What follows belongs to an exercise in optimizing a design on an open flow for small area; a production flow would make more cautious choices.
Only simulation tests tie the RTL to the original design; equivalence was not proved.

## flow/design.v (module list and top-level ports; edited modules follow where they fit)
// module conv3x3_mac: 1577 lines
// module conv3x3_sel: 6 lines
// module conv3x3_sat: 6 lines
// module conv3x3_fa: 7 lines
// module conv3x3_engine: 118 lines
// module conv3x3_ld: 6 lines
module conv3x3_engine (
  input  logic       clk,
  input  logic       rst_n,
  input  logic       pix_valid,
  input  logic       sof,
  input  logic [7:0] w11, w12, w13, w21, w22, w23, w31, w32, w33,
  input  logic       k_we,
  input  logic [3:0] k_addr,
  input  logic [7:0] k_data,
  output logic [7:0] conv_out,
  output logic       conv_valid,
  output logic       frame_done,
  output logic       frame_err,
  output logic       k_err
);
  // ...
==> flow/flow/run.sh <==
#!/bin/bash
# Standard ORFS layout (the standard.sh) with two changes: the port buffers
# are buf_1 cells instead of the default delay-buffer cell, and clock tree
# synthesis uses clkbuf_8 buffers and inserts no dummy loads.
set -euo pipefail
bash standard.sh "BUFFER_PORTS_ARGS=-buffer_cell sky130_fd_sc_hd__buf_1" \
  "CTS_ARGS=-sink_clustering_enable -repair_clock_nets -dont_use_dummy_load -buf_list sky130_fd_sc_hd__clkbuf_8" \
  finish > flow_make.log 2>&1
==> flow/standard.sh <==
#!/bin/bash
# synth_recipe.tcl (not shown) runs the flow's synth.tcl, then flattens the netlist and writes it again
# the make line also repeats each setting of config.mk as NAME=value (left out here)
make -C /OpenROAD-flow-scripts/flow DESIGN_CONFIG=/design/flow/config.mk WORK_HOME=/design/flow/orfs CLKGATE_MAP_FILE= SYNTH_SCRIPT=/design/flow/synth_recipe.tcl "${@:-finish}"
==> flow/config.mk <==
export PLATFORM = sky130hd
export DESIGN_NAME = conv3x3_engine
export DESIGN_NICKNAME = conv3x3_engine
export VERILOG_FILES = /design/flow/design.v
export SDC_FILE = /design/flow/constraint.sdc
export NUM_CORES = 4
export LEC_CHECK = 0
export CAP_MARGIN = 20
export CELL_PAD_IN_SITES_DETAIL_PLACEMENT = 1
export CORE_MARGIN = 2
export CORE_UTILIZATION = 40
export GPL_TIMING_DRIVEN = 0
export PLACE_DENSITY = 0.5
export SETUP_SLACK_MARGIN = 0.05
export SLEW_MARGIN = 20
export SYNTH_HIERARCHICAL = 1
==> flow/constraint.sdc <==
create_clock -name core_clock -period 6.0 [get_ports {clk}]
set_input_delay 1.2000 -clock core_clock [delete_from_list [all_inputs] [get_ports {clk}]]
set_output_delay 1.2000 -clock core_clock [all_outputs]
set_load 0.01 [all_outputs]
==> flow_metrics.tcl, run 1 <==
set metrics [dict create \
    cp_top_family "adder cells" \
    drive_above_1_share_pct 4.57 \
    postCtsHoldBufs 0 \
    cp.depth 11 \
    max_freq_mhz 170 \
    netlist_top_cells_count "fa_1 (369), a222oi_1 (288), dfrtp_1 (98)" \
    antenna_left 0 \
    cts.path.max_buffers 2 \
    synth-async-reset-ratio_pct 51.9 \
    utilization_pct 44.2 \
    slowest_delay_ns 0.93 \
    antenna_found_initial 3 \
    instances_no_fill 2009 \
    reg_top3 "kern: 72 flops, u_mac.r1: 30 flops" \
    dominant_cells "multi-input combinational cells" \
    wl_met2_um 33000 \
    status "no timing/DRC/antenna violations" \
    grt_util_met1_pct 44.6 \
    synth-simple-area-share_pct 7.20 \
    first_iter_violations 3730 \
]
==> module conv3x3_engine, before the edit <==
module conv3x3_engine (
  input  logic       clk,
  input  logic       rst_n,
  input  logic       pix_valid,
  input  logic       sof,
  input  logic [7:0] w11, w12, w13, w21, w22, w23, w31, w32, w33,
  input  logic       k_we,
  input  logic [3:0] k_addr,
  input  logic [7:0] k_data,
  output logic [7:0] conv_out,
  output logic       conv_valid,
  output logic       frame_done,
  output logic       frame_err,
  output logic       k_err
);
  localparam logic [1:0] IDLE = 2'd0, RUN = 2'd1, DRAIN = 2'd2;
  logic [1:0]  state;
  logic [3:0]  row_cnt;     
  logic [4:0]  col_cnt;     
  logic        win_q;       
  logic [2:0]  vld;
  logic [71:0] kern;
  logic [7:0]  bias;
  logic [7:0]  res, res_q, res_qq;
  logic        is_idle, is_run, pix, abort, win;
  logic [9:0]  kwe;         
  logic [79:0] kload;       
  logic [7:0]  oload;       
  logic        oen;
  assign is_idle = (state == IDLE);
  assign is_run  = (state == RUN);
  assign pix     = pix_valid && !sof;
  assign abort   = is_run && !pix;
  assign win     = is_run && pix && (row_cnt >= 4'd2) && (col_cnt >= 5'd2);
  always_ff @(posedge clk or negedge rst_n) begin
    if (!rst_n) state <= IDLE;
    else case (state)
      IDLE:    if (pix_valid && sof) state <= RUN;
      RUN:     if (!pix) state <= IDLE;
               else if (row_cnt == 4'd11 && col_cnt == 5'd19) state <= DRAIN;
      DRAIN:   if (col_cnt == 5'd4) state <= IDLE;
      default: state <= IDLE;
    endcase
  end
  always_ff @(posedge clk) begin
    if (is_idle) begin
      row_cnt <= 4'd0;
      col_cnt <= 5'd1;
    end else if (is_run) begin
      if (col_cnt == 5'd19) begin
        col_cnt <= 5'd0;
        row_cnt <= row_cnt + 4'd1;
      end else begin
        col_cnt <= col_cnt + 5'd1;
      end
    end else begin
      col_cnt <= col_cnt + 5'd1;
    end
  end
  always_ff @(posedge clk or negedge rst_n) begin
    if (!rst_n) begin
      kern       <= '0;
      bias       <= '0;
      frame_done <= 1'b0;
      frame_err  <= 1'b0;
      k_err      <= 1'b0;
    end else begin
      {bias, kern} <= kload;
      k_err      <= k_we && !(is_idle && k_addr <= 4'd9);
      frame_err  <= abort;
      frame_done <= (state == DRAIN) && (col_cnt == 5'd4);
    end
  end
  always_comb
    for (int i = 0; i < 10; i++)
      kwe[i] = k_we && is_idle && (k_addr == 4'(i));
  for (genvar i = 0; i < 10; i++) begin : g_kld
    for (genvar b = 0; b < 8; b++) begin : g_bit
      conv3x3_ld u_ld (
        .a    (k_data[b]),
        .en   (kwe[i]),
        .b    (i == 9 ? bias[b] : kern[8*i + b]),
        .en_n (!kwe[i]),
        .y    (kload[8*i + b])
      );
    end
  end
  always_ff @(posedge clk or negedge rst_n) begin
    if (!rst_n) begin
      win_q      <= 1'b0;
      vld        <= '0;
      conv_valid <= 1'b0;
    end else begin
      win_q      <= win;
      vld        <= abort ? 3'b000 : {vld[1:0], win_q};
      conv_valid <= vld[2] && !abort;
    end
  end
  conv3x3_mac u_mac (
    .clk (clk),
    .x   ({w33, w32, w31, w23, w22, w21, w13, w12, w11}),
    .w   (kern),
    .b   (bias),
    .res (res)
  );
  always_ff @(posedge clk) begin
    res_q  <= res;
    res_qq <= res_q;
  end
  always_ff @(posedge clk or negedge rst_n) begin
    if (!rst_n) conv_out <= '0;
    else        conv_out <= oload;
  end
  assign oen = vld[2] && !abort;
  for (genvar b = 0; b < 8; b++) begin : g_old
    conv3x3_ld u_ld (.a(res_qq[b]), .en(oen), .b(conv_out[b]), .en_n(!oen), .y(oload[b]));
  end
endmodule
==> inputs of run 2 (changes only) <==
--- a/flow/design.v
+++ b/flow/design.v
@@ -1133,468 +1133,456 @@
   wire n775, n776;
   conv3x3_fa u_n775 (.a(n702), .b(n767), .c(n769), .s(n775), .co(n776));
   wire n777, n778;
   conv3x3_fa u_n777 (.a(n704), .b(n706), .c(n771), .s(n777), .co(n778));
   wire n779, n780;
   conv3x3_fa u_n779 (.a(n773), .b(n775), .c(n708), .s(n779), .co(n780));
   wire n781, n782;
   conv3x3_fa u_n781 (.a(n777), .b(n710), .c(n779), .s(n781), .co(n782));
-  wire n783, n784;
-  conv3x3_fa u_n783 (.a(p432), .b(p439), .c(p446), .s(n783), .co(n784));
+  wire n783 = n712 ^ n781;
+  wire n784 = n712 & n781;
   wire n785, n786;
-  conv3x3_fa u_n785 (.a(p453), .b(p460), .c(p467), .s(n785), .co(n786));
+  conv3x3_fa u_n785 (.a(p432), .b(p439), .c(p446), .s(n785), .co(n786));
   wire n787, n788;
-  conv3x3_fa u_n787 (.a(p474), .b(n714), .c(p24), .s(n787), .co(n788));
+  conv3x3_fa u_n787 (.a(p453), .b(p460), .c(p467), .s(n787), .co(n788));
   wire n789, n790;
-  conv3x3_fa u_n789 (.a(p36), .b(p48), .c(p60), .s(n789), .co(n790));
+  conv3x3_fa u_n789 (.a(p474), .b(n714), .c(p24), .s(n789), .co(n790));
   wire n791, n792;
-  conv3x3_fa u_n791 (.a(p72), .b(p84), .c(p96), .s(n791), .co(n792));
+  conv3x3_fa u_n791 (.a(p36), .b(p48), .c(p60), .s(n791), .co(n792));
   wire n793, n794;
-  conv3x3_fa u_n793 (.a(p128), .b(p140), .c(p152), .s(n793), .co(n794));
+  conv3x3_fa u_n793 (.a(p72), .b(p84), .c(p96), .s(n793), .co(n794));
   wire n795, n796;
-  conv3x3_fa u_n795 (.a(p164), .b(p176), .c(p188), .s(n795), .co(n796));
+  conv3x3_fa u_n795 (.a(p128), .b(p140), .c(p152), .s(n795), .co(n796));
   wire n797, n798;
-  conv3x3_fa u_n797 (.a(p200), .b(p232), .c(p244), .s(n797), .co(n798));
+  conv3x3_fa u_n797 (.a(p164), .b(p176), .c(p188), .s(n797), .co(n798));
   wire n799, n800;
-  conv3x3_fa u_n799 (.a(p256), .b(p268), .c(p280), .s(n799), .co(n800));
+  conv3x3_fa u_n799 (.a(p200), .b(p232), .c(p244), .s(n799), .co(n800));
   wire n801, n802;
-  conv3x3_fa u_n801 (.a(p292), .b(p304), .c(p336), .s(n801), .co(n802));
+  conv3x3_fa u_n801 (.a(p256), .b(p268), .c(p280), .s(n801), .co(n802));
   wire n803, n804;
-  conv3x3_fa u_n803 (.a(p348), .b(p360), .c(p372), .s(n803), .co(n804));
+  conv3x3_fa u_n803 (.a(p292), .b(p304), .c(p336), .s(n803), .co(n804));
   wire n805, n806;
-  conv3x3_fa u_n805 (.a(p384), .b(p396), .c(p408), .s(n805), .co(n806));
+  conv3x3_fa u_n805 (.a(p348), .b(p360), .c(p372), .s(n805), .co(n806));
   wire n807, n808;
-  conv3x3_fa u_n807 (.a(n716), .b(n718), .c(n783), .s(n807), .co(n808));
+  conv3x3_fa u_n807 (.a(p384), .b(p396), .c(p408), .s(n807), .co(n808));
   wire n809, n810;
-  conv3x3_fa u_n809 (.a(n785), .b(p13), .c(p117), .s(n809), .co(n810));
+  conv3x3_fa u_n809 (.a(n716), .b(n718), .c(n785), .s(n809), .co(n810));
   wire n811, n812;
-  conv3x3_fa u_n811 (.a(p221), .b(p325), .c(n720), .s(n811), .co(n812));
+  conv3x3_fa u_n811 (.a(n787), .b(p13), .c(p117), .s(n811), .co(n812));
   wire n813, n814;
-  conv3x3_fa u_n813 (.a(n722), .b(n724), .c(n726), .s(n813), .co(n814));
+  conv3x3_fa u_n813 (.a(p221), .b(p325), .c(n720), .s(n813), .co(n814));
   wire n815, n816;
-  conv3x3_fa u_n815 (.a(n728), .b(n730), .c(n732), .s(n815), .co(n816));
+  conv3x3_fa u_n815 (.a(n722), .b(n724), .c(n726), .s(n815), .co(n816));
   wire n817, n818;
-  conv3x3_fa u_n817 (.a(n734), .b(n736), .c(n738), .s(n817), .co(n818));
+  conv3x3_fa u_n817 (.a(n728), .b(n730), .c(n732), .s(n817), .co(n818));
   wire n819, n820;
-  conv3x3_fa u_n819 (.a(n740), .b(n742), .c(n787), .s(n819), .co(n820));
+  conv3x3_fa u_n819 (.a(n734), .b(n736), .c(n738), .s(n819), .co(n820));
   wire n821, n822;
-  conv3x3_fa u_n821 (.a(n789), .b(n791), .c(n793), .s(n821), .co(n822));
+  conv3x3_fa u_n821 (.a(n740), .b(n742), .c(n789), .s(n821), .co(n822));
   wire n823, n824;
-  conv3x3_fa u_n823 (.a(n795), .b(n797), .c(n799), .s(n823), .co(n824));
+  conv3x3_fa u_n823 (.a(n791), .b(n793), .c(n795), .s(n823), .co(n824));
   wire n825, n826;
-  conv3x3_fa u_n825 (.a(n801), .b(n803), .c(n805), .s(n825), .co(n826));
+  conv3x3_fa u_n825 (.a(n797), .b(n799), .c(n801), .s(n825), .co(n826));
   wire n827, n828;
-  conv3x3_fa u_n827 (.a(n744), .b(n807), .c(n809), .s(n827), .co(n828));
+  conv3x3_fa u_n827 (.a(n803), .b(n805), .c(n807), .s(n827), .co(n828));
   wire n829, n830;
-  conv3x3_fa u_n829 (.a(n811), .b(n746), .c(n748), .s(n829), .co(n830));
+  conv3x3_fa u_n829 (.a(n744), .b(n809), .c(n811), .s(n829), .co(n830));
   wire n831, n832;
-  conv3x3_fa u_n831 (.a(n750), .b(n752), .c(n754), .s(n831), .co(n832));
+  conv3x3_fa u_n831 (.a(n813), .b(n746), .c(n748), .s(n831), .co(n832));
   wire n833, n834;
-  conv3x3_fa u_n833 (.a(n756), .b(n758), .c(n813), .s(n833), .co(n834));
+  conv3x3_fa u_n833 (.a(n750), .b(n752), .c(n754), .s(n833), .co(n834));
   wire n835, n836;
-  conv3x3_fa u_n835 (.a(n815), .b(n817), .c(n819), .s(n835), .co(n836));
+  conv3x3_fa u_n835 (.a(n756), .b(n758), .c(n815), .s(n835), .co(n836));
   wire n837, n838;
-  conv3x3_fa u_n837 (.a(n821), .b(n823), .c(n825), .s(n837), .co(n838));
+  conv3x3_fa u_n837 (.a(n817), .b(n819), .c(n821), .s(n837), .co(n838));
   wire n839, n840;
-  conv3x3_fa u_n839 (.a(n760), .b(n827), .c(n762), .s(n839), .co(n840));
+  conv3x3_fa u_n839 (.a(n823), .b(n825), .c(n827), .s(n839), .co(n840));
   wire n841, n842;
-  conv3x3_fa u_n841 (.a(n764), .b(n766), .c(n829), .s(n841), .co(n842));
+  conv3x3_fa u_n841 (.a(n760), .b(n829), .c(n762), .s(n841), .co(n842));
   wire n843, n844;
-  conv3x3_fa u_n843 (.a(n768), .b(n831), .c(n833), .s(n843), .co(n844));
+  conv3x3_fa u_n843 (.a(n764), .b(n766), .c(n831), .s(n843), .co(n844));
   wire n845, n846;
-  conv3x3_fa u_n845 (.a(n835), .b(n837), .c(n770), .s(n845), .co(n846));
+  conv3x3_fa u_n845 (.a(n768), .b(n833), .c(n835), .s(n845), .co(n846));
   wire n847, n848;
-  conv3x3_fa u_n847 (.a(n772), .b(n839), .c(n774), .s(n847), .co(n848));
+  conv3x3_fa u_n847 (.a(n837), .b(n839), .c(n770), .s(n847), .co(n848));
   wire n849, n850;
-  conv3x3_fa u_n849 (.a(n841), .b(n843), .c(n776), .s(n849), .co(n850));
+  conv3x3_fa u_n849 (.a(n772), .b(n841), .c(n774), .s(n849), .co(n850));
   wire n851, n852;
-  conv3x3_fa u_n851 (.a(n845), .b(n778), .c(n847), .s(n851), .co(n852));
+  conv3x3_fa u_n851 (.a(n843), .b(n845), .c(n776), .s(n851), .co(n852));
   wire n853, n854;
-  conv3x3_fa u_n853 (.a(n849), .b(n780), .c(n851), .s(n853), .co(n854));
+  conv3x3_fa u_n853 (.a(n847), .b(n778), .c(n849), .s(n853), .co(n854));
   wire n855, n856;
-  conv3x3_fa u_n855 (.a(p440), .b(p447), .c(p454), .s(n855), .co(n856));
+  conv3x3_fa u_n855 (.a(n851), .b(n780), .c(n853), .s(n855), .co(n856));
   wire n857, n858;
-  conv3x3_fa u_n857 (.a(p461), .b(p468), .c(p475), .s(n857), .co(n858));
+  conv3x3_fa u_n857 (.a(n782), .b(n855), .c(n784), .s(n857), .co(n858));
   wire n859, n860;
-  conv3x3_fa u_n859 (.a(p37), .b(p49), .c(p61), .s(n859), .co(n860));
+  conv3x3_fa u_n859 (.a(p440), .b(p447), .c(p454), .s(n859), .co(n860));
   wire n861, n862;
-  conv3x3_fa u_n861 (.a(p73), .b(p85), .c(p97), .s(n861), .co(n862));
+  conv3x3_fa u_n861 (.a(p461), .b(p468), .c(p475), .s(n861), .co(n862));
   wire n863, n864;
-  conv3x3_fa u_n863 (.a(p141), .b(p153), .c(p165), .s(n863), .co(n864));
+  conv3x3_fa u_n863 (.a(p37), .b(p49), .c(p61), .s(n863), .co(n864));
   wire n865, n866;
-  conv3x3_fa u_n865 (.a(p177), .b(p189), .c(p201), .s(n865), .co(n866));
+  conv3x3_fa u_n865 (.a(p73), .b(p85), .c(p97), .s(n865), .co(n866));
   wire n867, n868;
-  conv3x3_fa u_n867 (.a(p245), .b(p257), .c(p269), .s(n867), .co(n868));
+  conv3x3_fa u_n867 (.a(p141), .b(p153), .c(p165), .s(n867), .co(n868));
   wire n869, n870;
-  conv3x3_fa u_n869 (.a(p281), .b(p293), .c(p305), .s(n869), .co(n870));
+  conv3x3_fa u_n869 (.a(p177), .b(p189), .c(p201), .s(n869), .co(n870));
   wire n871, n872;
-  conv3x3_fa u_n871 (.a(p349), .b(p361), .c(p373), .s(n871), .co(n872));
+  conv3x3_fa u_n871 (.a(p245), .b(p257), .c(p269), .s(n871), .co(n872));
   wire n873, n874;
-  conv3x3_fa u_n873 (.a(p385), .b(p397), .c(p409), .s(n873), .co(n874));
+  conv3x3_fa u_n873 (.a(p281), .b(p293), .c(p305), .s(n873), .co(n874));
   wire n875, n876;
-  conv3x3_fa u_n875 (.a(n784), .b(n786), .c(n855), .s(n875), .co(n876));
+  conv3x3_fa u_n875 (.a(p349), .b(p361), .c(p373), .s(n875), .co(n876));
   wire n877, n878;
-  conv3x3_fa u_n877 (.a(n857), .b(p26), .c(p130), .s(n877), .co(n878));
+  conv3x3_fa u_n877 (.a(p385), .b(p397), .c(p409), .s(n877), .co(n878));
   wire n879, n880;
-  conv3x3_fa u_n879 (.a(p234), .b(p338), .c(n788), .s(n879), .co(n880));
+  conv3x3_fa u_n879 (.a(n786), .b(n788), .c(n859), .s(n879), .co(n880));
   wire n881, n882;
-  conv3x3_fa u_n881 (.a(n790), .b(n792), .c(n794), .s(n881), .co(n882));
+  conv3x3_fa u_n881 (.a(n861), .b(p26), .c(p130), .s(n881), .co(n882));
   wire n883, n884;
-  conv3x3_fa u_n883 (.a(n796), .b(n798), .c(n800), .s(n883), .co(n884));
+  conv3x3_fa u_n883 (.a(p234), .b(p338), .c(n790), .s(n883), .co(n884));
   wire n885, n886;
-  conv3x3_fa u_n885 (.a(n802), .b(n804), .c(n806), .s(n885), .co(n886));
+  conv3x3_fa u_n885 (.a(n792), .b(n794), .c(n796), .s(n885), .co(n886));
   wire n887, n888;
-  conv3x3_fa u_n887 (.a(n859), .b(n861), .c(n863), .s(n887), .co(n888));
+  conv3x3_fa u_n887 (.a(n798), .b(n800), .c(n802), .s(n887), .co(n888));
   wire n889, n890;
-  conv3x3_fa u_n889 (.a(n865), .b(n867), .c(n869), .s(n889), .co(n890));
+  conv3x3_fa u_n889 (.a(n804), .b(n806), .c(n808), .s(n889), .co(n890));
   wire n891, n892;
-  conv3x3_fa u_n891 (.a(n871), .b(n873), .c(n808), .s(n891), .co(n892));
+  conv3x3_fa u_n891 (.a(n863), .b(n865), .c(n867), .s(n891), .co(n892));
   wire n893, n894;
-  conv3x3_fa u_n893 (.a(n810), .b(n875), .c(n877), .s(n893), .co(n894));
+  conv3x3_fa u_n893 (.a(n869), .b(n871), .c(n873), .s(n893), .co(n894));
   wire n895, n896;
-  conv3x3_fa u_n895 (.a(n812), .b(n814), .c(n816), .s(n895), .co(n896));
+  conv3x3_fa u_n895 (.a(n875), .b(n877), .c(n810), .s(n895), .co(n896));
   wire n897, n898;
-  conv3x3_fa u_n897 (.a(n818), .b(n820), .c(n822), .s(n897), .co(n898));
+  conv3x3_fa u_n897 (.a(n812), .b(n879), .c(n881), .s(n897), .co(n898));
   wire n899, n900;
-  conv3x3_fa u_n899 (.a(n824), .b(n826), .c(n879), .s(n899), .co(n900));
+  conv3x3_fa u_n899 (.a(n814), .b(n816), .c(n818), .s(n899), .co(n900));
   wire n901, n902;
-  conv3x3_fa u_n901 (.a(n881), .b(n883), .c(n885), .s(n901), .co(n902));
+  conv3x3_fa u_n901 (.a(n820), .b(n822), .c(n824), .s(n901), .co(n902));
   wire n903, n904;
-  conv3x3_fa u_n903 (.a(n887), .b(n889), .c(n891), .s(n903), .co(n904));
+  conv3x3_fa u_n903 (.a(n826), .b(n828), .c(n883), .s(n903), .co(n904));
   wire n905, n906;
-  conv3x3_fa u_n905 (.a(n828), .b(n893), .c(n830), .s(n905), .co(n906));
+  conv3x3_fa u_n905 (.a(n885), .b(n887), .c(n889), .s(n905), .co(n906));
   wire n907, n908;
-  conv3x3_fa u_n907 (.a(n832), .b(n834), .c(n895), .s(n907), .co(n908));
+  conv3x3_fa u_n907 (.a(n891), .b(n893), .c(n895), .s(n907), .co(n908));
   wire n909, n910;
-  conv3x3_fa u_n909 (.a(n836), .b(n838), .c(n897), .s(n909), .co(n910));
+  conv3x3_fa u_n909 (.a(n830), .b(n897), .c(n832), .s(n909), .co(n910));
   wire n911, n912;
-  conv3x3_fa u_n911 (.a(n899), .b(n901), .c(n903), .s(n911), .co(n912));
+  conv3x3_fa u_n911 (.a(n834), .b(n836), .c(n899), .s(n911), .co(n912));
   wire n913, n914;
-  conv3x3_fa u_n913 (.a(n840), .b(n842), .c(n905), .s(n913), .co(n914));
+  conv3x3_fa u_n913 (.a(n838), .b(n840), .c(n901), .s(n913), .co(n914));
   wire n915, n916;
-  conv3x3_fa u_n915 (.a(n844), .b(n907), .c(n909), .s(n915), .co(n916));
+  conv3x3_fa u_n915 (.a(n903), .b(n905), .c(n907), .s(n915), .co(n916));
   wire n917, n918;
-  conv3x3_fa u_n917 (.a(n846), .b(n911), .c(n848), .s(n917), .co(n918));
+  conv3x3_fa u_n917 (.a(n842), .b(n844), .c(n909), .s(n917), .co(n918));
   wire n919, n920;
-  conv3x3_fa u_n919 (.a(n913), .b(n915), .c(n850), .s(n919), .co(n920));
+  conv3x3_fa u_n919 (.a(n846), .b(n911), .c(n913), .s(n919), .co(n920));
   wire n921, n922;
-  conv3x3_fa u_n921 (.a(n852), .b(n917), .c(n919), .s(n921), .co(n922));
+  conv3x3_fa u_n921 (.a(n848), .b(n915), .c(n850), .s(n921), .co(n922));
   wire n923, n924;
-  conv3x3_fa u_n923 (.a(p448), .b(p455), .c(p462), .s(n923), .co(n924));
+  conv3x3_fa u_n923 (.a(n917), .b(n919), .c(n852), .s(n923), .co(n924));
   wire n925, n926;
-  conv3x3_fa u_n925 (.a(p469), .b(p476), .c(p50), .s(n925), .co(n926));
+  conv3x3_fa u_n925 (.a(n854), .b(n921), .c(n923), .s(n925), .co(n926));
   wire n927, n928;
-  conv3x3_fa u_n927 (.a(p62), .b(p74), .c(p86), .s(n927), .co(n928));
+  conv3x3_fa u_n927 (.a(p448), .b(p455), .c(p462), .s(n927), .co(n928));
   wire n929, n930;
-  conv3x3_fa u_n929 (.a(p98), .b(p154), .c(p166), .s(n929), .co(n930));
+  conv3x3_fa u_n929 (.a(p469), .b(p476), .c(p50), .s(n929), .co(n930));
   wire n931, n932;
-  conv3x3_fa u_n931 (.a(p178), .b(p190), .c(p202), .s(n931), .co(n932));
+  conv3x3_fa u_n931 (.a(p62), .b(p74), .c(p86), .s(n931), .co(n932));
   wire n933, n934;
-  conv3x3_fa u_n933 (.a(p258), .b(p270), .c(p282), .s(n933), .co(n934));
+  conv3x3_fa u_n933 (.a(p98), .b(p154), .c(p166), .s(n933), .co(n934));
   wire n935, n936;
-  conv3x3_fa u_n935 (.a(p294), .b(p306), .c(p362), .s(n935), .co(n936));
+  conv3x3_fa u_n935 (.a(p178), .b(p190), .c(p202), .s(n935), .co(n936));
   wire n937, n938;
-  conv3x3_fa u_n937 (.a(p374), .b(p386), .c(p398), .s(n937), .co(n938));
+  conv3x3_fa u_n937 (.a(p258), .b(p270), .c(p282), .s(n937), .co(n938));
   wire n939, n940;
-  conv3x3_fa u_n939 (.a(p410), .b(n856), .c(n858), .s(n939), .co(n940));
+  conv3x3_fa u_n939 (.a(p294), .b(p306), .c(p362), .s(n939), .co(n940));
   wire n941, n942;
-  conv3x3_fa u_n941 (.a(n923), .b(p39), .c(p143), .s(n941), .co(n942));
+  conv3x3_fa u_n941 (.a(p374), .b(p386), .c(p398), .s(n941), .co(n942));
   wire n943, n944;
-  conv3x3_fa u_n943 (.a(p247), .b(p351), .c(n860), .s(n943), .co(n944));
+  conv3x3_fa u_n943 (.a(p410), .b(n860), .c(n862), .s(n943), .co(n944));
   wire n945, n946;
-  conv3x3_fa u_n945 (.a(n862), .b(n864), .c(n866), .s(n945), .co(n946));
+  conv3x3_fa u_n945 (.a(n927), .b(p39), .c(p143), .s(n945), .co(n946));
   wire n947, n948;
-  conv3x3_fa u_n947 (.a(n868), .b(n870), .c(n872), .s(n947), .co(n948));
+  conv3x3_fa u_n947 (.a(p247), .b(p351), .c(n864), .s(n947), .co(n948));
   wire n949, n950;
-  conv3x3_fa u_n949 (.a(n874), .b(n925), .c(n927), .s(n949), .co(n950));
+  conv3x3_fa u_n949 (.a(n866), .b(n868), .c(n870), .s(n949), .co(n950));
   wire n951, n952;
-  conv3x3_fa u_n951 (.a(n929), .b(n931), .c(n933), .s(n951), .co(n952));
+  conv3x3_fa u_n951 (.a(n872), .b(n874), .c(n876), .s(n951), .co(n952));
   wire n953, n954;
-  conv3x3_fa u_n953 (.a(n935), .b(n937), .c(n876), .s(n953), .co(n954));
+  conv3x3_fa u_n953 (.a(n878), .b(n929), .c(n931), .s(n953), .co(n954));
   wire n955, n956;
-  conv3x3_fa u_n955 (.a(n939), .b(n878), .c(n941), .s(n955), .co(n956));
+  conv3x3_fa u_n955 (.a(n933), .b(n935), .c(n937), .s(n955), .co(n956));
   wire n957, n958;
-  conv3x3_fa u_n957 (.a(n880), .b(n882), .c(n884), .s(n957), .co(n958));
+  conv3x3_fa u_n957 (.a(n939), .b(n941), .c(n880), .s(n957), .co(n958));
   wire n959, n960;
-  conv3x3_fa u_n959 (.a(n886), .b(n888), .c(n890), .s(n959), .co(n960));
+  conv3x3_fa u_n959 (.a(n943), .b(n882), .c(n945), .s(n959), .co(n960));
   wire n961, n962;
-  conv3x3_fa u_n961 (.a(n943), .b(n945), .c(n947), .s(n961), .co(n962));
+  conv3x3_fa u_n961 (.a(n884), .b(n886), .c(n888), .s(n961), .co(n962));
   wire n963, n964;
-  conv3x3_fa u_n963 (.a(n892), .b(n949), .c(n951), .s(n963), .co(n964));
+  conv3x3_fa u_n963 (.a(n890), .b(n892), .c(n894), .s(n963), .co(n964));
   wire n965, n966;
-  conv3x3_fa u_n965 (.a(n953), .b(n894), .c(n955), .s(n965), .co(n966));
+  conv3x3_fa u_n965 (.a(n947), .b(n949), .c(n951), .s(n965), .co(n966));
   wire n967, n968;
-  conv3x3_fa u_n967 (.a(n896), .b(n898), .c(n900), .s(n967), .co(n968));
+  conv3x3_fa u_n967 (.a(n896), .b(n953), .c(n955), .s(n967), .co(n968));
   wire n969, n970;
-  conv3x3_fa u_n969 (.a(n902), .b(n957), .c(n959), .s(n969), .co(n970));
+  conv3x3_fa u_n969 (.a(n957), .b(n898), .c(n959), .s(n969), .co(n970));
   wire n971, n972;
-  conv3x3_fa u_n971 (.a(n961), .b(n904), .c(n963), .s(n971), .co(n972));
+  conv3x3_fa u_n971 (.a(n900), .b(n902), .c(n904), .s(n971), .co(n972));
   wire n973, n974;
-  conv3x3_fa u_n973 (.a(n965), .b(n906), .c(n908), .s(n973), .co(n974));
+  conv3x3_fa u_n973 (.a(n906), .b(n961), .c(n963), .s(n973), .co(n974));
   wire n975, n976;
-  conv3x3_fa u_n975 (.a(n910), .b(n967), .c(n969), .s(n975), .co(n976));
+  conv3x3_fa u_n975 (.a(n965), .b(n908), .c(n967), .s(n975), .co(n976));
   wire n977, n978;
-  conv3x3_fa u_n977 (.a(n912), .b(n971), .c(n914), .s(n977), .co(n978));
+  conv3x3_fa u_n977 (.a(n969), .b(n910), .c(n912), .s(n977), .co(n978));
   wire n979, n980;
-  conv3x3_fa u_n979 (.a(n973), .b(n916), .c(n975), .s(n979), .co(n980));
+  conv3x3_fa u_n979 (.a(n914), .b(n971), .c(n973), .s(n979), .co(n980));
   wire n981, n982;
-  conv3x3_fa u_n981 (.a(n918), .b(n977), .c(n920), .s(n981), .co(n982));
-  wire n983 = ~(p456 ^ p463);
-  wire n984 = p456 | p463;
+  conv3x3_fa u_n981 (.a(n916), .b(n975), .c(n918), .s(n981), .co(n982));
+  wire n983, n984;
+  conv3x3_fa u_n983 (.a(n977), .b(n920), .c(n979), .s(n983), .co(n984));
   wire n985, n986;
-  conv3x3_fa u_n985 (.a(p470), .b(p477), .c(n983), .s(n985), .co(n986));
+  conv3x3_fa u_n985 (.a(n922), .b(n981), .c(n924), .s(n985), .co(n986));
   wire n987, n988;
-  conv3x3_fa u_n987 (.a(p63), .b(p75), .c(p87), .s(n987), .co(n988));
-  wire n989, n990;
-  conv3x3_fa u_n989 (.a(p99), .b(p167), .c(p179), .s(n989), .co(n990));
+  conv3x3_fa u_n987 (.a(n983), .b(n926), .c(n985), .s(n987), .co(n988));
+  wire n989 = ~(p456 ^ p463);
+  wire n990 = p456 | p463;
   wire n991, n992;
-  conv3x3_fa u_n991 (.a(p191), .b(p203), .c(p271), .s(n991), .co(n992));
+  conv3x3_fa u_n991 (.a(p470), .b(p477), .c(n989), .s(n991), .co(n992));
   wire n993, n994;
-  conv3x3_fa u_n993 (.a(p283), .b(p295), .c(p307), .s(n993), .co(n994));
+  conv3x3_fa u_n993 (.a(p63), .b(p75), .c(p87), .s(n993), .co(n994));
   wire n995, n996;
-  conv3x3_fa u_n995 (.a(p375), .b(p387), .c(p399), .s(n995), .co(n996));
+  conv3x3_fa u_n995 (.a(p99), .b(p167), .c(p179), .s(n995), .co(n996));
   wire n997, n998;
-  conv3x3_fa u_n997 (.a(p411), .b(n924), .c(p52), .s(n997), .co(n998));
+  conv3x3_fa u_n997 (.a(p191), .b(p203), .c(p271), .s(n997), .co(n998));
   wire n999, n1000;
-  conv3x3_fa u_n999 (.a(p156), .b(p260), .c(p364), .s(n999), .co(n1000));
+  conv3x3_fa u_n999 (.a(p283), .b(p295), .c(p307), .s(n999), .co(n1000));
   wire n1001, n1002;
-  conv3x3_fa u_n1001 (.a(n985), .b(n926), .c(n928), .s(n1001), .co(n1002));
+  conv3x3_fa u_n1001 (.a(p375), .b(p387), .c(p399), .s(n1001), .co(n1002));
   wire n1003, n1004;
-  conv3x3_fa u_n1003 (.a(n930), .b(n932), .c(n934), .s(n1003), .co(n1004));
+  conv3x3_fa u_n1003 (.a(p411), .b(n928), .c(p52), .s(n1003), .co(n1004));
   wire n1005, n1006;
-  conv3x3_fa u_n1005 (.a(n936), .b(n938), .c(n940), .s(n1005), .co(n1006));
+  conv3x3_fa u_n1005 (.a(p156), .b(p260), .c(p364), .s(n1005), .co(n1006));
   wire n1007, n1008;
-  conv3x3_fa u_n1007 (.a(n987), .b(n989), .c(n991), .s(n1007), .co(n1008));
+  conv3x3_fa u_n1007 (.a(n991), .b(n930), .c(n932), .s(n1007), .co(n1008));
   wire n1009, n1010;
-  conv3x3_fa u_n1009 (.a(n993), .b(n995), .c(n942), .s(n1009), .co(n1010));
+  conv3x3_fa u_n1009 (.a(n934), .b(n936), .c(n938), .s(n1009), .co(n1010));
   wire n1011, n1012;
-  conv3x3_fa u_n1011 (.a(n997), .b(n999), .c(n944), .s(n1011), .co(n1012));
+  conv3x3_fa u_n1011 (.a(n940), .b(n942), .c(n944), .s(n1011), .co(n1012));
   wire n1013, n1014;
-  conv3x3_fa u_n1013 (.a(n946), .b(n948), .c(n950), .s(n1013), .co(n1014));
+  conv3x3_fa u_n1013 (.a(n993), .b(n995), .c(n997), .s(n1013), .co(n1014));
   wire n1015, n1016;
-  conv3x3_fa u_n1015 (.a(n952), .b(n1001), .c(n1003), .s(n1015), .co(n1016));
+  conv3x3_fa u_n1015 (.a(n999), .b(n1001), .c(n946), .s(n1015), .co(n1016));
   wire n1017, n1018;
-  conv3x3_fa u_n1017 (.a(n954), .b(n1005), .c(n1007), .s(n1017), .co(n1018));
+  conv3x3_fa u_n1017 (.a(n1003), .b(n1005), .c(n948), .s(n1017), .co(n1018));
   wire n1019, n1020;
-  conv3x3_fa u_n1019 (.a(n956), .b(n1009), .c(n958), .s(n1019), .co(n1020));
+  conv3x3_fa u_n1019 (.a(n950), .b(n952), .c(n954), .s(n1019), .co(n1020));
   wire n1021, n1022;
-  conv3x3_fa u_n1021 (.a(n960), .b(n962), .c(n1011), .s(n1021), .co(n1022));
+  conv3x3_fa u_n1021 (.a(n956), .b(n1007), .c(n1009), .s(n1021), .co(n1022));
   wire n1023, n1024;
-  conv3x3_fa u_n1023 (.a(n964), .b(n1013), .c(n1015), .s(n1023), .co(n1024));
+  conv3x3_fa u_n1023 (.a(n958), .b(n1011), .c(n1013), .s(n1023), .co(n1024));
   wire n1025, n1026;
-  conv3x3_fa u_n1025 (.a(n1017), .b(n966), .c(n968), .s(n1025), .co(n1026));
+  conv3x3_fa u_n1025 (.a(n960), .b(n1015), .c(n962), .s(n1025), .co(n1026));
   wire n1027, n1028;
-  conv3x3_fa u_n1027 (.a(n1019), .b(n970), .c(n1021), .s(n1027), .co(n1028));
+  conv3x3_fa u_n1027 (.a(n964), .b(n966), .c(n1017), .s(n1027), .co(n1028));
   wire n1029, n1030;
-  conv3x3_fa u_n1029 (.a(n972), .b(n1023), .c(n974), .s(n1029), .co(n1030));
+  conv3x3_fa u_n1029 (.a(n968), .b(n1019), .c(n1021), .s(n1029), .co(n1030));
   wire n1031, n1032;
-  conv3x3_fa u_n1031 (.a(n1025), .b(n1027), .c(n976), .s(n1031), .co(n1032));
+  conv3x3_fa u_n1031 (.a(n1023), .b(n970), .c(n972), .s(n1031), .co(n1032));
   wire n1033, n1034;
-  conv3x3_fa u_n1033 (.a(n978), .b(n1029), .c(n980), .s(n1033), .co(n1034));
+  conv3x3_fa u_n1033 (.a(n1025), .b(n974), .c(n1027), .s(n1033), .co(n1034));
   wire n1035, n1036;
-  conv3x3_fa u_n1035 (.a(p464), .b(p471), .c(p478), .s(n1035), .co(n1036));
+  conv3x3_fa u_n1035 (.a(n976), .b(n1029), .c(n978), .s(n1035), .co(n1036));
   wire n1037, n1038;
-  conv3x3_fa u_n1037 (.a(n984), .b(p76), .c(p88), .s(n1037), .co(n1038));
+  conv3x3_fa u_n1037 (.a(n1031), .b(n1033), .c(n980), .s(n1037), .co(n1038));
   wire n1039, n1040;
-  conv3x3_fa u_n1039 (.a(p100), .b(p180), .c(p192), .s(n1039), .co(n1040));
+  conv3x3_fa u_n1039 (.a(n982), .b(n1035), .c(n984), .s(n1039), .co(n1040));
   wire n1041, n1042;
-  conv3x3_fa u_n1041 (.a(p204), .b(p284), .c(p296), .s(n1041), .co(n1042));
+  conv3x3_fa u_n1041 (.a(n1037), .b(n986), .c(n1039), .s(n1041), .co(n1042));
   wire n1043, n1044;
-  conv3x3_fa u_n1043 (.a(p308), .b(p388), .c(p400), .s(n1043), .co(n1044));
+  conv3x3_fa u_n1043 (.a(p464), .b(p471), .c(p478), .s(n1043), .co(n1044));
   wire n1045, n1046;
-  conv3x3_fa u_n1045 (.a(p412), .b(n1035), .c(p65), .s(n1045), .co(n1046));
+  conv3x3_fa u_n1045 (.a(n990), .b(p76), .c(p88), .s(n1045), .co(n1046));
   wire n1047, n1048;
-  conv3x3_fa u_n1047 (.a(p169), .b(p273), .c(p377), .s(n1047), .co(n1048));
+  conv3x3_fa u_n1047 (.a(p100), .b(p180), .c(p192), .s(n1047), .co(n1048));
   wire n1049, n1050;
-  conv3x3_fa u_n1049 (.a(n986), .b(n988), .c(n990), .s(n1049), .co(n1050));
+  conv3x3_fa u_n1049 (.a(p204), .b(p284), .c(p296), .s(n1049), .co(n1050));
   wire n1051, n1052;
-  conv3x3_fa u_n1051 (.a(n992), .b(n994), .c(n996), .s(n1051), .co(n1052));
+  conv3x3_fa u_n1051 (.a(p308), .b(p388), .c(p400), .s(n1051), .co(n1052));
   wire n1053, n1054;
-  conv3x3_fa u_n1053 (.a(n1037), .b(n1039), .c(n1041), .s(n1053), .co(n1054));
+  conv3x3_fa u_n1053 (.a(p412), .b(n1043), .c(p65), .s(n1053), .co(n1054));
   wire n1055, n1056;
-  conv3x3_fa u_n1055 (.a(n1043), .b(n998), .c(n1000), .s(n1055), .co(n1056));
+  conv3x3_fa u_n1055 (.a(p169), .b(p273), .c(p377), .s(n1055), .co(n1056));
   wire n1057, n1058;
-  conv3x3_fa u_n1057 (.a(n1045), .b(n1047), .c(n1002), .s(n1057), .co(n1058));
+  conv3x3_fa u_n1057 (.a(n992), .b(n994), .c(n996), .s(n1057), .co(n1058));
   wire n1059, n1060;
-  conv3x3_fa u_n1059 (.a(n1004), .b(n1006), .c(n1008), .s(n1059), .co(n1060));
+  conv3x3_fa u_n1059 (.a(n998), .b(n1000), .c(n1002), .s(n1059), .co(n1060));
   wire n1061, n1062;
-  conv3x3_fa u_n1061 (.a(n1049), .b(n1051), .c(n1053), .s(n1061), .co(n1062));
+  conv3x3_fa u_n1061 (.a(n1045), .b(n1047), .c(n1049), .s(n1061), .co(n1062));
   wire n1063, n1064;
-  conv3x3_fa u_n1063 (.a(n1010), .b(n1055), .c(n1012), .s(n1063), .co(n1064));
+  conv3x3_fa u_n1063 (.a(n1051), .b(n1004), .c(n1006), .s(n1063), .co(n1064));
   wire n1065, n1066;
-  conv3x3_fa u_n1065 (.a(n1014), .b(n1016), .c(n1057), .s(n1065), .co(n1066));
+  conv3x3_fa u_n1065 (.a(n1053), .b(n1055), .c(n1008), .s(n1065), .co(n1066));
   wire n1067, n1068;
-  conv3x3_fa u_n1067 (.a(n1018), .b(n1059), .c(n1061), .s(n1067), .co(n1068));
+  conv3x3_fa u_n1067 (.a(n1010), .b(n1012), .c(n1014), .s(n1067), .co(n1068));
   wire n1069, n1070;
-  conv3x3_fa u_n1069 (.a(n1020), .b(n1022), .c(n1063), .s(n1069), .co(n1070));
+  conv3x3_fa u_n1069 (.a(n1057), .b(n1059), .c(n1061), .s(n1069), .co(n1070));
   wire n1071, n1072;
-  conv3x3_fa u_n1071 (.a(n1024), .b(n1065), .c(n1067), .s(n1071), .co(n1072));
+  conv3x3_fa u_n1071 (.a(n1016), .b(n1063), .c(n1018), .s(n1071), .co(n1072));
   wire n1073, n1074;
-  conv3x3_fa u_n1073 (.a(n1026), .b(n1028), .c(n1069), .s(n1073), .co(n1074));
+  conv3x3_fa u_n1073 (.a(n1020), .b(n1022), .c(n1065), .s(n1073), .co(n1074));
   wire n1075, n1076;
-  conv3x3_fa u_n1075 (.a(n1071), .b(n1030), .c(n1032), .s(n1075), .co(n1076));
+  conv3x3_fa u_n1075 (.a(n1024), .b(n1067), .c(n1069), .s(n1075), .co(n1076));
   wire n1077, n1078;
-  conv3x3_fa u_n1077 (.a(n1073), .b(n1034), .c(n1075), .s(n1077), .co(n1078));
+  conv3x3_fa u_n1077 (.a(n1026), .b(n1028), .c(n1071), .s(n1077), .co(n1078));
   wire n1079, n1080;
-  conv3x3_fa u_n1079 (.a(p472), .b(p479), .c(p89), .s(n1079), .co(n1080));
+  conv3x3_fa u_n1079 (.a(n1030), .b(n1073), .c(n1075), .s(n1079), .co(n1080));
   wire n1081, n1082;
-  conv3x3_fa u_n1081 (.a(p101), .b(p193), .c(p205), .s(n1081), .co(n1082));
+  conv3x3_fa u_n1081 (.a(n1032), .b(n1034), .c(n1077), .s(n1081), .co(n1082));
   wire n1083, n1084;
-  conv3x3_fa u_n1083 (.a(p297), .b(p309), .c(p401), .s(n1083), .co(n1084));
+  conv3x3_fa u_n1083 (.a(n1079), .b(n1036), .c(n1038), .s(n1083), .co(n1084));
   wire n1085, n1086;
-  conv3x3_fa u_n1085 (.a(p413), .b(n1036), .c(p78), .s(n1085), .co(n1086));
+  conv3x3_fa u_n1085 (.a(n1081), .b(n1040), .c(n1083), .s(n1085), .co(n1086));
   wire n1087, n1088;
-  conv3x3_fa u_n1087 (.a(p182), .b(p286), .c(p390), .s(n1087), .co(n1088));
+  conv3x3_fa u_n1087 (.a(p472), .b(p479), .c(p89), .s(n1087), .co(n1088));
   wire n1089, n1090;
-  conv3x3_fa u_n1089 (.a(n1038), .b(n1040), .c(n1042), .s(n1089), .co(n1090));
+  conv3x3_fa u_n1089 (.a(p101), .b(p193), .c(p205), .s(n1089), .co(n1090));
   wire n1091, n1092;
-  conv3x3_fa u_n1091 (.a(n1044), .b(n1079), .c(n1081), .s(n1091), .co(n1092));
+  conv3x3_fa u_n1091 (.a(p297), .b(p309), .c(p401), .s(n1091), .co(n1092));
   wire n1093, n1094;
-  conv3x3_fa u_n1093 (.a(n1083), .b(n1046), .c(n1048), .s(n1093), .co(n1094));
+  conv3x3_fa u_n1093 (.a(p413), .b(n1044), .c(p78), .s(n1093), .co(n1094));
   wire n1095, n1096;
-  conv3x3_fa u_n1095 (.a(n1085), .b(n1087), .c(n1050), .s(n1095), .co(n1096));
+  conv3x3_fa u_n1095 (.a(p182), .b(p286), .c(p390), .s(n1095), .co(n1096));
   wire n1097, n1098;
-  conv3x3_fa u_n1097 (.a(n1052), .b(n1054), .c(n1089), .s(n1097), .co(n1098));
+  conv3x3_fa u_n1097 (.a(n1046), .b(n1048), .c(n1050), .s(n1097), .co(n1098));
   wire n1099, n1100;
-  conv3x3_fa u_n1099 (.a(n1091), .b(n1056), .c(n1093), .s(n1099), .co(n1100));
+  conv3x3_fa u_n1099 (.a(n1052), .b(n1087), .c(n1089), .s(n1099), .co(n1100));
   wire n1101, n1102;
-  conv3x3_fa u_n1101 (.a(n1058), .b(n1060), .c(n1095), .s(n1101), .co(n1102));
+  conv3x3_fa u_n1101 (.a(n1091), .b(n1054), .c(n1056), .s(n1101), .co(n1102));
   wire n1103, n1104;
-  conv3x3_fa u_n1103 (.a(n1062), .b(n1097), .c(n1099), .s(n1103), .co(n1104));
+  conv3x3_fa u_n1103 (.a(n1093), .b(n1095), .c(n1058), .s(n1103), .co(n1104));
   wire n1105, n1106;
-  conv3x3_fa u_n1105 (.a(n1064), .b(n1066), .c(n1101), .s(n1105), .co(n1106));
+  conv3x3_fa u_n1105 (.a(n1060), .b(n1062), .c(n1097), .s(n1105), .co(n1106));
   wire n1107, n1108;
-  conv3x3_fa u_n1107 (.a(n1068), .b(n1103), .c(n1070), .s(n1107), .co(n1108));
+  conv3x3_fa u_n1107 (.a(n1099), .b(n1064), .c(n1101), .s(n1107), .co(n1108));
   wire n1109, n1110;
-  conv3x3_fa u_n1109 (.a(n1105), .b(n1072), .c(n1107), .s(n1109), .co(n1110));
+  conv3x3_fa u_n1109 (.a(n1066), .b(n1068), .c(n1103), .s(n1109), .co(n1110));
   wire n1111, n1112;
-  conv3x3_fa u_n1111 (.a(n1074), .b(n1109), .c(n1076), .s(n1111), .co(n1112));
+  conv3x3_fa u_n1111 (.a(n1070), .b(n1105), .c(n1107), .s(n1111), .co(n1112));
   wire n1113, n1114;
-  conv3x3_fa u_n1113 (.a(p480), .b(p102), .c(p206), .s(n1113), .co(n1114));
+  conv3x3_fa u_n1113 (.a(n1072), .b(n1074), .c(n1109), .s(n1113), .co(n1114));
   wire n1115, n1116;
-  conv3x3_fa u_n1115 (.a(p310), .b(p414), .c(p91), .s(n1115), .co(n1116));
+  conv3x3_fa u_n1115 (.a(n1076), .b(n1111), .c(n1078), .s(n1115), .co(n1116));
   wire n1117, n1118;
-  conv3x3_fa u_n1117 (.a(p195), .b(p299), .c(p403), .s(n1117), .co(n1118));
+  conv3x3_fa u_n1117 (.a(n1113), .b(n1080), .c(n1115), .s(n1117), .co(n1118));
   wire n1119, n1120;
-  conv3x3_fa u_n1119 (.a(n1080), .b(n1082), .c(n1084), .s(n1119), .co(n1120));
+  conv3x3_fa u_n1119 (.a(n1082), .b(n1117), .c(n1084), .s(n1119), .co(n1120));
   wire n1121, n1122;
-  conv3x3_fa u_n1121 (.a(n1113), .b(n1086), .c(n1088), .s(n1121), .co(n1122));
+  conv3x3_fa u_n1121 (.a(p480), .b(p102), .c(p206), .s(n1121), .co(n1122));
   wire n1123, n1124;
-  conv3x3_fa u_n1123 (.a(n1115), .b(n1117), .c(n1090), .s(n1123), .co(n1124));
+  conv3x3_fa u_n1123 (.a(p310), .b(p414), .c(p91), .s(n1123), .co(n1124));
   wire n1125, n1126;
-  conv3x3_fa u_n1125 (.a(n1092), .b(n1119), .c(n1094), .s(n1125), .co(n1126));
+  conv3x3_fa u_n1125 (.a(p195), .b(p299), .c(p403), .s(n1125), .co(n1126));
   wire n1127, n1128;
-  conv3x3_fa u_n1127 (.a(n1121), .b(n1096), .c(n1098), .s(n1127), .co(n1128));
+  conv3x3_fa u_n1127 (.a(n1088), .b(n1090), .c(n1092), .s(n1127), .co(n1128));
   wire n1129, n1130;
-  conv3x3_fa u_n1129 (.a(n1123), .b(n1100), .c(n1125), .s(n1129), .co(n1130));
+  conv3x3_fa u_n1129 (.a(n1121), .b(n1094), .c(n1096), .s(n1129), .co(n1130));
   wire n1131, n1132;
-  conv3x3_fa u_n1131 (.a(n1102), .b(n1127), .c(n1104), .s(n1131), .co(n1132));
+  conv3x3_fa u_n1131 (.a(n1123), .b(n1125), .c(n1098), .s(n1131), .co(n1132));
   wire n1133, n1134;
-  conv3x3_fa u_n1133 (.a(n1129), .b(n1106), .c(n1131), .s(n1133), .co(n1134));
+  conv3x3_fa u_n1133 (.a(n1100), .b(n1127), .c(n1102), .s(n1133), .co(n1134));
   wire n1135, n1136;
-  conv3x3_fa u_n1135 (.a(n1108), .b(n1133), .c(n1110), .s(n1135), .co(n1136));
-  wire n1137 = ~(p104 ^ p208);
-  wire n1138 = p104 | p208;
+  conv3x3_fa u_n1135 (.a(n1129), .b(n1104), .c(n1106), .s(n1135), .co(n1136));
+  wire n1137, n1138;
+  conv3x3_fa u_n1137 (.a(n1131), .b(n1108), .c(n1133), .s(n1137), .co(n1138));
   wire n1139, n1140;
-  conv3x3_fa u_n1139 (.a(p312), .b(p416), .c(n1137), .s(n1139), .co(n1140));
+  conv3x3_fa u_n1139 (.a(n1110), .b(n1135), .c(n1112), .s(n1139), .co(n1140));
   wire n1141, n1142;
-  conv3x3_fa u_n1141 (.a(n1114), .b(n1116), .c(n1118), .s(n1141), .co(n1142));
+  conv3x3_fa u_n1141 (.a(n1137), .b(n1114), .c(n1139), .s(n1141), .co(n1142));
   wire n1143, n1144;
-  conv3x3_fa u_n1143 (.a(n1139), .b(n1120), .c(n1122), .s(n1143), .co(n1144));
-  wire n1145, n1146;
-  conv3x3_fa u_n1145 (.a(n1141), .b(n1124), .c(n1126), .s(n1145), .co(n1146));
+  conv3x3_fa u_n1143 (.a(n1116), .b(n1141), .c(n1118), .s(n1143), .co(n1144));
+  wire n1145 = ~(p104 ^ p208);
+  wire n1146 = p104 | p208;
   wire n1147, n1148;
-  conv3x3_fa u_n1147 (.a(n1143), .b(n1128), .c(n1130), .s(n1147), .co(n1148));
+  conv3x3_fa u_n1147 (.a(p312), .b(p416), .c(n1145), .s(n1147), .co(n1148));
   wire n1149, n1150;
-  conv3x3_fa u_n1149 (.a(n1145), .b(n1132), .c(n1147), .s(n1149), .co(n1150));
-  wire n1151 = ~(n1138 ^ n1140);
-  wire n1152 = n1138 | n1140;
+  conv3x3_fa u_n1149 (.a(n1122), .b(n1124), .c(n1126), .s(n1149), .co(n1150));
+  wire n1151, n1152;
+  conv3x3_fa u_n1151 (.a(n1147), .b(n1128), .c(n1130), .s(n1151), .co(n1152));
   wire n1153, n1154;
-  conv3x3_fa u_n1153 (.a(n1142), .b(n1151), .c(n1144), .s(n1153), .co(n1154));
+  conv3x3_fa u_n1153 (.a(n1149), .b(n1132), .c(n1134), .s(n1153), .co(n1154));
   wire n1155, n1156;
-  conv3x3_fa u_n1155 (.a(n1146), .b(n1153), .c(n1148), .s(n1155), .co(n1156));
-  wire n1157 = n1150 ^ n1155;
-  wire n1158 = n1150 & n1155;
-  wire n1159 = ~(n1152 ^ n1154);
-  wire n1160 = n1152 | n1154;
+  conv3x3_fa u_n1155 (.a(n1151), .b(n1136), .c(n1138), .s(n1155), .co(n1156));
+  wire n1157, n1158;
+  conv3x3_fa u_n1157 (.a(n1153), .b(n1140), .c(n1155), .s(n1157), .co(n1158));
+  wire n1159 = ~(n1146 ^ n1148);
+  wire n1160 = n1146 | n1148;
   wire n1161, n1162;
-  conv3x3_fa u_n1161 (.a(n1159), .b(n1156), .c(n1158), .s(n1161), .co(n1162));
-  wire n1163 = ~(n485 | n499 | n523 | n557);
-  logic [29:0] r1;
-  always_ff @(posedge clk)
-    r1 <= {n1162, n1160, n1161, n1157, n1136, n1149, n1134, n1112, n1135, n1111, n1078, n1077, n1033, n982, n1031, n981, n922, n979, n921, n854, n853, n782, n781, n712, n652, n711, n650, n651, n599, n1163};
-  wire n1164 = ~r1[0];
-  wire n1165, n1166;
-  conv3x3_fa u_n1165 (.a(r1[3]), .b(r1[4]), .c(r1[5]), .s(n1165), .co(n1166));
-  wire n1167, n1168;
-  conv3x3_fa u_n1167 (.a(r1[6]), .b(r1[7]), .c(n1166), .s(n1167), .co(n1168));
+  conv3x3_fa u_n1161 (.a(n1150), .b(n1159), .c(n1152), .s(n1161), .co(n1162));
+  wire n1163, n1164;
+  conv3x3_fa u_n1163 (.a(n1154), .b(n1161), .c(n1156), .s(n1163), .co(n1164));
+  wire n1165 = n1158 ^ n1163;
+  wire n1166 = n1158 & n1163;
+  wire n1167 = ~(n1160 ^ n1162);
+  wire n1168 = n1160 | n1162;
   wire n1169, n1170;
-  conv3x3_fa u_n1169 (.a(r1[8]), .b(r1[9]), .c(n1168), .s(n1169), .co(n1170));
-  wire n1171, n1172;
-  conv3x3_fa u_n1171 (.a(r1[10]), .b(r1[11]), .c(n1170), .s(n1171), .co(n1172));
+  conv3x3_fa u_n1169 (.a(n1167), .b(n1164), .c(n1166), .s(n1169), .co(n1170));
+  wire n1171 = ~(n485 | n499 | n523 | n557);
+  logic [26:0] r1;
+  always_ff @(posedge clk)
+    r1 <= {n1170, n1168, n1169, n1165, n1144, n1157, n1142, n1120, n1143, n1119, n1086, n1085, n1042, n1041, n988, n987, n858, n925, n856, n857, n783, n652, n711, n650, n651, n599, n1171};
+  wire n1172 = ~r1[0];
   wire n1173, n1174;
-  conv3x3_fa u_n1173 (.a(r1[12]), .b(r1[13]), .c(r1[14]), .s(n1173), .co(n1174));
+  conv3x3_fa u_n1173 (.a(r1[3]), .b(r1[4]), .c(r1[5]), .s(n1173), .co(n1174));
   wire n1175, n1176;
-  conv3x3_fa u_n1175 (.a(r1[15]), .b(r1[16]), .c(r1[17]), .s(n1175), .co(n1176));
+  conv3x3_fa u_n1175 (.a(r1[8]), .b(r1[9]), .c(r1[10]), .s(n1175), .co(n1176));
   wire n1177, n1178;
-  conv3x3_fa u_n1177 (.a(r1[23]), .b(r1[24]), .c(r1[25]), .s(n1177), .co(n1178));
-  wire n1179 = r1[1] ^ n1164;
-  wire n1180 = r1[1] & n1164;
+  conv3x3_fa u_n1177 (.a(r1[20]), .b(r1[21]), .c(r1[22]), .s(n1177), .co(n1178));
+  wire n1179 = r1[1] ^ n1172;
+  wire n1180 = r1[1] & n1172;
   wire n1181 = r1[2] ^ n1180;
   wire n1182 = r1[2] & n1180;
-  wire n1183 = n1165 ^ n1182;
-  wire n1184 = n1165 & n1182;
-  wire n1185 = n1184 ^ n1167;
-  wire n1186 = n1184 & n1167;
-  wire n1187 = n1186 ^ n1169;
-  wire n1188 = n1186 & n1169;
-  wire n1189 = n1188 ^ n1171;
-  wire n1190 = n1188 & n1171;
+  wire n1183 = n1173 ^ n1182;
+  wire n1184 = n1173 & n1182;
+  wire n1185, n1186;
+  conv3x3_fa u_n1185 (.a(r1[6]), .b(n1174), .c(n1184), .s(n1185), .co(n1186));
+  wire n1187 = r1[7] ^ n1186;
+  wire n1188 = r1[7] & n1186;
+  wire n1189 = n1175 ^ n1188;
+  wire n1190 = n1175 & n1188;
   wire n1191, n1192;
-  conv3x3_fa u_n1191 (.a(n1173), .b(n1172), .c(n1190), .s(n1191), .co(n1192));
+  conv3x3_fa u_n1191 (.a(r1[11]), .b(n1176), .c(n1190), .s(n1191), .co(n1192));
   wire n1193, n1194;
-  conv3x3_fa u_n1193 (.a(n1174), .b(n1175), .c(n1192), .s(n1193), .co(n1194));
+  conv3x3_fa u_n1193 (.a(r1[12]), .b(r1[13]), .c(n1192), .s(n1193), .co(n1194));
   wire n1195, n1196;
-  conv3x3_fa u_n1195 (.a(r1[18]), .b(n1176), .c(n1194), .s(n1195), .co(n1196));
+  conv3x3_fa u_n1195 (.a(r1[14]), .b(r1[15]), .c(n1194), .s(n1195), .co(n1196));
   wire n1197, n1198;
-  conv3x3_fa u_n1197 (.a(r1[19]), .b(r1[20]), .c(n1196), .s(n1197), .co(n1198));
+  conv3x3_fa u_n1197 (.a(r1[16]), .b(r1[17]), .c(n1196), .s(n1197), .co(n1198));
   wire n1199, n1200;
-  conv3x3_fa u_n1199 (.a(r1[21]), .b(r1[22]), .c(n1198), .s(n1199), .co(n1200));
+  conv3x3_fa u_n1199 (.a(r1[18]), .b(r1[19]), .c(n1198), .s(n1199), .co(n1200));
   wire n1201 = n1177 ^ n1200;
   wire n1202 = n1177 & n1200;
   wire n1203, n1204;
-  conv3x3_fa u_n1203 (.a(r1[26]), .b(n1178), .c(n1202), .s(n1203), .co(n1204));
-  wire n1205 = r1[27] ^ n1204;
-  wire n1206 = r1[27] & n1204;
+  conv3x3_fa u_n1203 (.a(r1[23]), .b(n1178), .c(n1202), .s(n1203), .co(n1204));
+  wire n1205 = r1[24] ^ n1204;
+  wire n1206 = r1[24] & n1204;
   wire n1207, n1208;
-  conv3x3_fa u_n1207 (.a(r1[28]), .b(r1[29]), .c(n1206), .s(n1207), .co(n1208));
+  conv3x3_fa u_n1207 (.a(r1[25]), .b(r1[26]), .c(n1206), .s(n1207), .co(n1208));
   wire n1209 = ~n1208;
   logic [15:0] s;
   assign s = {~n1209, ~n1207, ~n1205, ~n1203, ~n1201, ~n1199, ~n1197, ~n1195, ~n1193, ~n1191, ~n1189, ~n1187, ~n1185, ~n1183, ~n1181, ~n1179};
-  logic [15:0] t;
-  logic all1;
-  assign t = ~s;
-  assign all1 = &t[14:8];
-  for (genvar k = 0; k < 8; k++) begin : g_sat
-    conv3x3_sat u_sat (.all1(all1), .tk(t[k]), .pos(t[15]), .y(res[k]));
-  end
+  assign res = s[15] ? 8'd0 : (|s[14:8]) ? 8'd255 : s[7:0];
 endmodule
 module conv3x3_sel (
   input  logic sa, sb, sab, wa, wb, ws,
   output logic y
 );
   assign y = ~((sa & wa) | (sb & wb) | (sab & ws));
 endmodule
-module conv3x3_sat (
-  input  logic all1, tk, pos,
-  output logic y
-);
-  assign y = pos & ~(all1 & tk);
-endmodule
 module conv3x3_fa (
   input  logic a, b, c,
   output logic s, co
 );
   assign s  = a ^ b ^ c;
   assign co = (a & b) | (a & c) | (b & c);
 endmodule
 module conv3x3_engine (
@@ -1617,20 +1605,16 @@
   logic [3:0]  row_cnt;     
   logic [4:0]  col_cnt;     
   logic        win_q;       
   logic [2:0]  vld;
   logic [71:0] kern;
   logic [7:0]  bias;
   logic [7:0]  res, res_q, res_qq;
   logic        is_idle, is_run, pix, abort, win;
-  logic [9:0]  kwe;         
-  logic [79:0] kload;       
-  logic [7:0]  oload;       
-  logic        oen;
   assign is_idle = (state == IDLE);
   assign is_run  = (state == RUN);
   assign pix     = pix_valid && !sof;
   assign abort   = is_run && !pix;
   assign win     = is_run && pix && (row_cnt >= 4'd2) && (col_cnt >= 5'd2);
   always_ff @(posedge clk or negedge rst_n) begin
     if (!rst_n) state <= IDLE;
     else case (state)
@@ -1659,36 +1643,26 @@
   always_ff @(posedge clk or negedge rst_n) begin
     if (!rst_n) begin
       kern       <= '0;
       bias       <= '0;
       frame_done <= 1'b0;
       frame_err  <= 1'b0;
       k_err      <= 1'b0;
     end else begin
-      {bias, kern} <= kload;
+      if (k_we && is_idle && k_addr <= 4'd9) begin
+        if (k_addr == 4'd9) bias <= k_data;
+        for (int i = 0; i < 9; i++)
+          if (k_addr == 4'(i)) kern[8*i +: 8] <= k_data;
+      end
       k_err      <= k_we && !(is_idle && k_addr <= 4'd9);
       frame_err  <= abort;
       frame_done <= (state == DRAIN) && (col_cnt == 5'd4);
     end
   end
-  always_comb
-    for (int i = 0; i < 10; i++)
-      kwe[i] = k_we && is_idle && (k_addr == 4'(i));
-  for (genvar i = 0; i < 10; i++) begin : g_kld
-    for (genvar b = 0; b < 8; b++) begin : g_bit
-      conv3x3_ld u_ld (
-        .a    (k_data[b]),
-        .en   (kwe[i]),
-        .b    (i == 9 ? bias[b] : kern[8*i + b]),
-        .en_n (!kwe[i]),
-        .y    (kload[8*i + b])
-      );
-    end
-  end
   always_ff @(posedge clk or negedge rst_n) begin
     if (!rst_n) begin
       win_q      <= 1'b0;
       vld        <= '0;
       conv_valid <= 1'b0;
     end else begin
       win_q      <= win;
       vld        <= abort ? 3'b000 : {vld[1:0], win_q};
@@ -1702,22 +1676,12 @@
     .b   (bias),
     .res (res)
   );
   always_ff @(posedge clk) begin
     res_q  <= res;
     res_qq <= res_q;
   end
   always_ff @(posedge clk or negedge rst_n) begin
-    if (!rst_n) conv_out <= '0;
-    else        conv_out <= oload;
-  end
-  assign oen = vld[2] && !abort;
-  for (genvar b = 0; b < 8; b++) begin : g_old
-    conv3x3_ld u_ld (.a(res_qq[b]), .en(oen), .b(conv_out[b]), .en_n(!oen), .y(oload[b]));
+    if (!rst_n)                  conv_out <= '0;
+    else if (vld[2] && !abort)   conv_out <= res_qq;
   end
 endmodule
-module conv3x3_ld (
-  input  logic a, en, b, en_n,
-  output logic y
-);
-  assign y = (en & a) | (en_n & b);
-endmodule
--- a/flow/config.mk
+++ b/flow/config.mk
@@ -6,11 +6,11 @@
 export NUM_CORES = 4
 export LEC_CHECK = 0
 export CAP_MARGIN = 20
 export CELL_PAD_IN_SITES_DETAIL_PLACEMENT = 1
 export CORE_MARGIN = 2
 export CORE_UTILIZATION = 40
 export GPL_TIMING_DRIVEN = 0
 export PLACE_DENSITY = 0.5
-export SETUP_SLACK_MARGIN = 0.05
+export SETUP_SLACK_MARGIN = 0.2
 export SLEW_MARGIN = 20
 export SYNTH_HIERARCHICAL = 1
==> flow_metrics.tcl, run 2 <==
set metrics [dict create \
    status "no timing/DRC/antenna violations" \
    synth-async-reset-ratio_pct 52.7 \
    viasPerCell 6.85 \
    fp.dieW_um 215 \
    synth_seq_cells 186 \
    hpwl_um 54900 \
    reg_top3 "kern: 72 flops, u_mac.r1: 27 flops" \
    multi_input_area_sq_um 13400 \
    dieArea_sq_um 46400 \
    insertion_delay_ns 0.57 \
    avgSynthCellArea_sq_um 13.8 \
    num_rows 77 \
    antenna_found_initial 6 \
    dieHeight_um 215 \
    cts.path.max_buffers 2 \
    synth_xor_xnor_area_share_pct 0.539 \
    synth_adder_area_share_pct 43.5 \
    slowest_delay_ns 0.88 \
    utilization_pct 43.9 \
    synth-simple-area-share_pct 7.13 \
    synth_mux_area_share_pct 5.77 \
    synth_top_family_by_area "adder cells" \
    yosysMostFrequentCell "fa_1" \
    cp_num_buf_inv 1 \
    max_freq_mhz 171 \
    drc 0 \
    final_nets 1898 \
    initial_core_util_pct 40.5 \
    period_needed_ns 5.85 \
    crit_path_frequent_cell "fa_1" \
    antenna_left 0 \
    clkSinkCount 186 \
    grt-ovfl-total 0 \
    first_iter_violations 2970 \
    seq_area_frac_synth_pct 23.6 \
    finClkSkew_ns 0.0423 \
    netlist_top_cells_count "fa_1 (369), a222oi_1 (288), dfrtp_1 (98)" \
    register_area_sq_um 4210 \
    wl_um 69200 \
    avgRoutedWirePerCell_um 34.6 \
    endpoint_kind "flip-flop" \
    drtPass1Iterations 15 \
    drive_above_1_share_pct 13.6 \
    crit_arrival_ns 6.30 \
    final_cell_mix "fa_1 (364), a222oi_1 (288), dfrtp_1 (98), buf_1 (93), dfxtp_1 (88)" \
    cp_top_family "adder cells" \
]
[run 2: changes by cell type after synthesis, moves of 3 or more]
cell      delta
mux2_2      +80
a21boi_2     -8
buf_1        +9
nand3_1      -4
buf_2        -6
a22o_1      -88
nor2_1       -5
mux2_4       +8
dfxtp_1      -3
nand3_2      +8
nand2_1      -7
a41oi_2      +8
clkbuf_1    +10
[run 2: logic make-up after synthesis]
logic type,after synthesis
simple gates,215
flops,186
fa+ha+maj,400
xor+xnor,11
compound gates,311
buf+inv,87
mux,89
[run 2: worst paths after layout]
path,slack [ns],endpoint,startpoint,cells after the start
max in group asynchronous,4.66,kern[67]$_DFFE_PN0P_,rst_n,3
worst min-delay path,0.34,res_qq[2]$_DFF_P_,res_q[2]$_DFF_P_,0
worst max register to register,0.40,res_q[6]$_DFF_P_,u_mac.r1[3]$_DFF_P_,17
worst min register to register,0.34,res_qq[2]$_DFF_P_,res_q[2]$_DFF_P_,0
worst max-delay path,0.15,u_mac.r1[7]$_DFF_P_,w21[3],12
min in group asynchronous,0.55,kern[33]$_DFFE_PN0P_,rst_n,1
[run 2: stage by stage]
stage / TNS [ns] / instance area, sq um / std cells / worst slack [ns]
after floorplan: 0 / 17900 / 1299 / 0.354
after global placement: -94.20 / 18900 / 1977 / -0.956
after detailed placement: -4.15 / 19000 / 1981 / -0.485
after CTS: 0 / 19200 / 1998 / 0.202
after global routing: 0 / 19400 / 1999 / 0.167
final: 0 / 19400 / 2001 / 0.152
[run 2: layout make-up]
cell class / count / share of cell area [%]
antenna: 2 / 0.0258
sequential: 186 / 21.7
inverter: 59 / 1.14
buffer: 28 / 0.801
multi-input combinational: 1026 / 69.2
clock buffer: 17 / 1.21
timing repair buffer: 91 / 2.09
tap: 592 / 3.82
[run 2: what timing repair did]
item	CTS	global route
setup endpoints to repair	10	18
pin swaps	0	7
resized for setup	5	45
hold buffers	0	0
setup buffers	0	0
[run 2: routing by layer]
| metal | vias to the layer above | GRT usage, % | wire, um |
|---|---|---|---|
| li1 | 5420 | - | - |
| met1 | 7367 | 40.2 | 27600 |
| met2 | 787 | 48.0 | 32800 |
| met3 | 126 | 6.44 | 5870 |
| met4 | 6 | 12.7 | 2820 |
| met5 | - | 0 | 44 |
[run 2: per-module statistics from Yosys (local to each module, per instance)]
module / cells inside / copies in the design / flip-flops and latches
conv3x3_engine: 305 / 1 / 123
conv3x3_mac: 337 / 1 / 63
conv3x3_fa: 1 / 369 / 0
conv3x3_sel: 1 / 288 / 0

-- what the ideal ports hide --
The results above use ideal ports. As a check the final layouts listed here were re-extracted and re-timed, cells and wires unchanged. Step 1 sets driving cells, clkbuf_16 on the clock port and buf_2 on the other inputs (assumed; they add their load-dependent delay and slew). Step 2 adds t to the input delays and takes it off the output delays; t is the mean of the earliest and latest rising clock arrival at the registers after step 1. Input paths then give back, and output paths get back, about the clock's delay inside the block. Slacks: no drivers / after step 1 / after step 2; pairs: no drivers / after step 1.
run | t, ns | setup slack, ns | clock arrival spread, ns | worst data-port slew with drivers (ns)
run 1 | 0.610 | 0.118 / 0.134 / -0.476 | 0.045 / 0.046 | 0.10
run 2 | 0.601 | 0.152 / 0.189 / -0.412 | 0.043 / 0.042 | 0.08
Met with ideal ports but missed after step 2: setup timing in run 1 and run 2. For run 1, which loses most, drivers alone change the setup slack by +0.016 ns; drivers and shift together by -0.594 ns.
